Context: an optimization exercise on an open-source flow, tuned for small area and a short achievable clock period. The choices shown serve that exercise and are no tape-out recipe.
The RTL was checked by simulation tests, not by an equivalence proof against the original design.

## P
==> module diag_buf_ram, before the edit <==
module diag_buf_ram #(
   parameter int DEPTH = 64,
   parameter int AW    = $clog2(DEPTH)
) (
   input  logic             clk_i,
   input  logic             we_i,
   input  logic [AW-1:0]    waddr_i,
   input  logic [31:0]      wdata_i,
   input  logic [DEPTH-1:0] rsel_i,
   output logic [31:0]      rdata_o
);
   logic [31:0] mem_q [DEPTH];
   for (genvar i = 0; i < DEPTH; i++) begin : g_row
      always_ff @(posedge clk_i) begin
         if (we_i && (waddr_i == AW'(i))) begin
            mem_q[i] <= wdata_i;
         end
      end
   end
   always_comb begin
      rdata_o = '0;
      for (int i = 0; i < DEPTH; i++) begin
         rdata_o = rdata_o | ({32{rsel_i[i]}} & mem_q[i]);
      end
   end
endmodule
==> module apb_diag_buffer, before the edit <==
module apb_diag_buffer #(
   parameter int DEPTH = 64,
   parameter int CNT_W = $clog2(DEPTH) + 1
) (
   input  logic        pclk,
   input  logic        preset_n,
   input  logic [11:0] paddr,
   input  logic        psel,
   input  logic        penable,
   input  logic        pwrite,
   input  logic [31:0] pwdata,
   input  logic [3:0]  pstrb,
   output logic        pready,
   output logic [31:0] prdata,
   output logic        pslverr,
   input  logic        evt_valid,
   input  logic [31:0] evt_data,
   output logic        irq
);
   localparam int AW = $clog2(DEPTH);
   logic [AW-1:0]    wr_ptr_q, wr_ptr_d;
   logic [DEPTH-1:0] rsel_q, rsel_d;     
   logic [CNT_W-1:0] count_q, count_d;
   logic [15:0]      drop_q, drop_d;
   logic             en_q, en_d;
   logic             ovwr_q, ovwr_d;
   logic [7:0]       thresh_q, thresh_d;
   logic             irq_q, irq_d;
   logic             popw_q;           
   logic             wrc_q;            
   logic             rdy_q, rdy_d;
   logic             err_q, err_d;
   logic [31:0]      rdata_q, rdata_d;
   logic        access, wr_ctrl, clr;
   logic        full, do_pop;
   logic        push, grow, ovr, drop;
   logic        ram_we;
   logic [CNT_W-1:0] cnt_inc, cnt_dec;
   logic [15:0]      drop_inc;
   logic [31:0] ram_rdata;
   logic [CNT_W-1:0] cnt_s;
   logic [15:0]      drop_s;
   logic             grow_s, drop_inc_s, empty_s, full_s;
   logic             a_ctrl, a_stat, a_drop, a_pop;
   logic [31:0]      regmux;
   assign access  = psel && penable;
   assign wr_ctrl = wrc_q;
   assign clr     = wr_ctrl && pstrb[0] && pwdata[CTRL_CLR];
   assign full    = count_q[CNT_W-1];
   assign do_pop  = popw_q;
   assign cnt_inc  = count_q + CNT_W'(1);
   assign cnt_dec  = count_q - CNT_W'(1);
   assign drop_inc = (drop_q == 16'hFFFF) ? drop_q : drop_q + 16'd1;
   assign push = en_q && evt_valid && !clr;
   assign grow = push && (!full || do_pop);
   assign ovr  = push && full && !do_pop && ovwr_q;
   assign drop = push && full && !do_pop;
   always_comb begin
      en_d     = en_q;
      ovwr_d   = ovwr_q;
      thresh_d = thresh_q;
      if (wr_ctrl) begin
         if (pstrb[0]) begin
            en_d   = pwdata[CTRL_EN];
            ovwr_d = pwdata[CTRL_OVWR];
         end
         if (pstrb[1]) begin
            thresh_d = pwdata[CTRL_THR_LSB +: CTRL_THR_W];
         end
      end
      wr_ptr_d = wr_ptr_q + AW'(grow || ovr);
      rsel_d = rsel_q;
      if (do_pop || ovr) begin
         rsel_d = {rsel_q[DEPTH-2:0], rsel_q[DEPTH-1]};
      end
      if (do_pop) begin
         count_d = grow ? count_q : cnt_dec;
      end else begin
         count_d = grow ? cnt_inc : count_q;
      end
      drop_d = drop ? drop_inc : drop_q;
      if (clr) begin
         wr_ptr_d = '0;
         rsel_d   = DEPTH'(1);
         count_d  = '0;
         drop_d   = '0;
      end
   end
   assign ram_we = !full || (en_q && evt_valid && (ovwr_q || do_pop));
   assign grow_s     = en_q && evt_valid && !full;
   assign drop_inc_s = en_q && evt_valid && full;
   assign cnt_s      = grow_s ? cnt_inc : count_q;
   assign drop_s     = drop_inc_s ? drop_inc : drop_q;
   assign empty_s    = (count_q == '0) && !grow_s;
   assign full_s     = cnt_s[CNT_W-1];
   assign a_ctrl = (paddr == OFF_CTRL);
   assign a_stat = (paddr == OFF_STATUS);
   assign a_drop = (paddr == OFF_DROP);
   assign a_pop  = (paddr == OFF_POP);
   always_comb begin
      regmux = '0;
      if (a_ctrl) begin
         regmux[CTRL_EN]                    = en_q;
         regmux[CTRL_OVWR]                  = ovwr_q;
         regmux[CTRL_THR_LSB +: CTRL_THR_W] = thresh_q;
      end
      if (a_stat) begin
         regmux[CNT_W-1:0]  = cnt_s;
         regmux[STAT_EMPTY] = empty_s;
         regmux[STAT_FULL]  = full_s;
      end
      if (a_drop) begin
         regmux[15:0] = drop_s;
      end
   end
   always_comb begin
      if (penable) begin
         rdata_d = ram_rdata;
         rdy_d   = 1'b1;
         err_d   = 1'b0;
      end else begin
         rdata_d = regmux;
         rdy_d   = !(psel && !pwrite && a_pop && !empty_s);
         if (pwrite) begin
            err_d = !a_ctrl;
         end else begin
            err_d = !(a_ctrl || a_stat || a_drop || a_pop) || (a_pop && empty_s);
         end
      end
   end
   assign irq_d = en_q && (thresh_q != 8'd0) && (32'(count_q) >= 32'(thresh_q));
   always_ff @(posedge pclk or negedge preset_n) begin
      if (!preset_n) begin
         wr_ptr_q <= '0;
         rsel_q   <= DEPTH'(1);
         count_q  <= '0;
         drop_q   <= '0;
         en_q     <= 1'b0;
         ovwr_q   <= 1'b0;
         thresh_q <= '0;
         irq_q    <= 1'b0;
         popw_q   <= 1'b0;
         wrc_q    <= 1'b0;
      end else begin
         wr_ptr_q <= wr_ptr_d;
         rsel_q   <= rsel_d;
         count_q  <= count_d;
         drop_q   <= drop_d;
         en_q     <= en_d;
         ovwr_q   <= ovwr_d;
         thresh_q <= thresh_d;
         irq_q    <= irq_d;
         popw_q   <= access && !rdy_q;
         wrc_q    <= psel && !penable && pwrite && (paddr == OFF_CTRL);
      end
   end
   always_ff @(posedge pclk) begin
      rdy_q   <= rdy_d;
      err_q   <= err_d;
      rdata_q <= rdata_d;
   end
   diag_buf_ram #(
      .DEPTH (DEPTH),
      .AW    (AW)
   ) u_ram (
      .clk_i   (pclk),
      .we_i    (ram_we),
      .waddr_i (wr_ptr_q),
      .wdata_i (evt_data),
      .rsel_i  (rsel_q),
      .rdata_o (ram_rdata)
   );
   assign pready  = rdy_q;
   assign prdata  = rdata_q;
   assign pslverr = err_q;
   assign irq     = irq_q;
endmodule
clock: 5.0 ns
lec_check: 0
cap_margin: 20
core_margin: 2
core_utilization: 60
cts_cluster_diameter: 100
cts_cluster_size: 30
place_density: 0.7
setup_slack_margin: 2.7
slew_margin: 20
standard.sh (not shown) runs the stock make flow with config.mk's settings and CLKGATE_MAP_FILE= SYNTH_SCRIPT=/design/flow/synth_recipe.tcl, a recipe that flattens the netlist after the stock synthesis.
==> flow/flow/run.sh <==
#!/bin/bash
# Layout flow: the standard flow (standard synthesis unchanged), with the
# port buffers inserted as buf_4 instead of the placer's default delay buffer.
set -euo pipefail
bash standard.sh "BUFFER_PORTS_ARGS=-buffer_cell sky130_fd_sc_hd__buf_4" finish > flow_make.log 2>&1
### P -> Q
diff --git a/flow/design.v b/flow/design.v
--- a/flow/design.v
+++ b/flow/design.v
@@ -22,24 +22,27 @@
    input  logic             clk_i,
    input  logic             we_i,
    input  logic [AW-1:0]    waddr_i,
    input  logic [31:0]      wdata_i,
    input  logic [DEPTH-1:0] rsel_i,
-   output logic [31:0]      rdata_o
+   output logic [31:0]      rdata_lo_o,
+   output logic [31:0]      rdata_hi_o
 );
    logic [31:0] mem_q [DEPTH];
    for (genvar i = 0; i < DEPTH; i++) begin : g_row
       always_ff @(posedge clk_i) begin
          if (we_i && (waddr_i == AW'(i))) begin
             mem_q[i] <= wdata_i;
          end
       end
    end
    always_comb begin
-      rdata_o = '0;
-      for (int i = 0; i < DEPTH; i++) begin
-         rdata_o = rdata_o | ({32{rsel_i[i]}} & mem_q[i]);
+      rdata_lo_o = '0;
+      rdata_hi_o = '0;
+      for (int i = 0; i < DEPTH / 2; i++) begin
+         rdata_lo_o = rdata_lo_o | ({32{rsel_i[i]}} & mem_q[i]);
+         rdata_hi_o = rdata_hi_o | ({32{rsel_i[i + DEPTH / 2]}} & mem_q[i + DEPTH / 2]);
       end
    end
 endmodule
 import apb_diag_pkg::*;
 module apb_diag_buffer #(
@@ -72,18 +75,19 @@
    logic             irq_q, irq_d;
    logic             popw_q;           
    logic             wrc_q;            
    logic             rdy_q, rdy_d;
    logic             err_q, err_d;
-   logic [31:0]      rdata_q, rdata_d;
+   logic [31:0]      rdata_d, rdhi_d;
+   logic [31:0]      rdlo_n_q, rdhi_n_q;
    logic        access, wr_ctrl, clr;
    logic        full, do_pop;
    logic        push, grow, ovr, drop;
    logic        ram_we;
    logic [CNT_W-1:0] cnt_inc, cnt_dec;
    logic [15:0]      drop_inc;
-   logic [31:0] ram_rdata;
+   logic [31:0] ram_rdata_lo, ram_rdata_hi;
    logic [CNT_W-1:0] cnt_s;
    logic [15:0]      drop_s;
    logic             grow_s, drop_inc_s, empty_s, full_s;
    logic             a_ctrl, a_stat, a_drop, a_pop;
    logic [31:0]      regmux;
@@ -157,15 +161,17 @@
          regmux[15:0] = drop_s;
       end
    end
    always_comb begin
       if (penable) begin
-         rdata_d = ram_rdata;
+         rdata_d = ram_rdata_lo;
+         rdhi_d  = ram_rdata_hi;
          rdy_d   = 1'b1;
          err_d   = 1'b0;
       end else begin
          rdata_d = regmux;
+         rdhi_d  = '0;
          rdy_d   = !(psel && !pwrite && a_pop && !empty_s);
          if (pwrite) begin
             err_d = !a_ctrl;
          end else begin
             err_d = !(a_ctrl || a_stat || a_drop || a_pop) || (a_pop && empty_s);
@@ -199,23 +205,25 @@
       end
    end
    always_ff @(posedge pclk) begin
       rdy_q   <= rdy_d;
       err_q   <= err_d;
-      rdata_q <= rdata_d;
+      rdlo_n_q <= ~rdata_d;
+      rdhi_n_q <= ~rdhi_d;
    end
    diag_buf_ram #(
       .DEPTH (DEPTH),
       .AW    (AW)
    ) u_ram (
       .clk_i   (pclk),
       .we_i    (ram_we),
       .waddr_i (wr_ptr_q),
       .wdata_i (evt_data),
       .rsel_i  (rsel_q),
-      .rdata_o (ram_rdata)
+      .rdata_lo_o (ram_rdata_lo),
+      .rdata_hi_o (ram_rdata_hi)
    );
    assign pready  = rdy_q;
-   assign prdata  = rdata_q;
+   assign prdata  = ~(rdlo_n_q & rdhi_n_q);
    assign pslverr = err_q;
    assign irq     = irq_q;
 endmodule
Worst hold-check slack came out lower on Q than on P.
Q — buffer share of cell area 1.7 points lower, P as reference
Q vs P — total standard cell area after synthesis rose 760 um2.
Diff P -> Q: wire length moved down, wire length of the first global-routing pass now smaller, worst-case clock skew -26 ps.

[what the ideal ports hide]
The results above use ideal ports. As a check the final layouts listed here were re-extracted and re-timed, cells and wires unchanged.
Step 1 sets driving cells, clkbuf_16 on the clock port and buf_2 on the other inputs (assumed; they add their load-dependent delay and slew).
Step 2 times the ports against the registers' clock, not the clock port: input delays grow and output delays shrink by t, the midpoint of the rising clock arrivals with the driver on.
a / b / c = ideal / step 1 / step 2; a / b = the first two.
run	t, ns	slack for setup (ns)	worst setup path after step 2
P	0.855	2.456 / 2.456 / 1.750	input to register
Q	0.827	2.553 / 2.518 / 1.974	input to register
After both steps setup and hold are still met in every run listed. For P, which loses most, drivers alone change the setup slack by 0.000 ns; drivers and shift together by -0.706 ns.
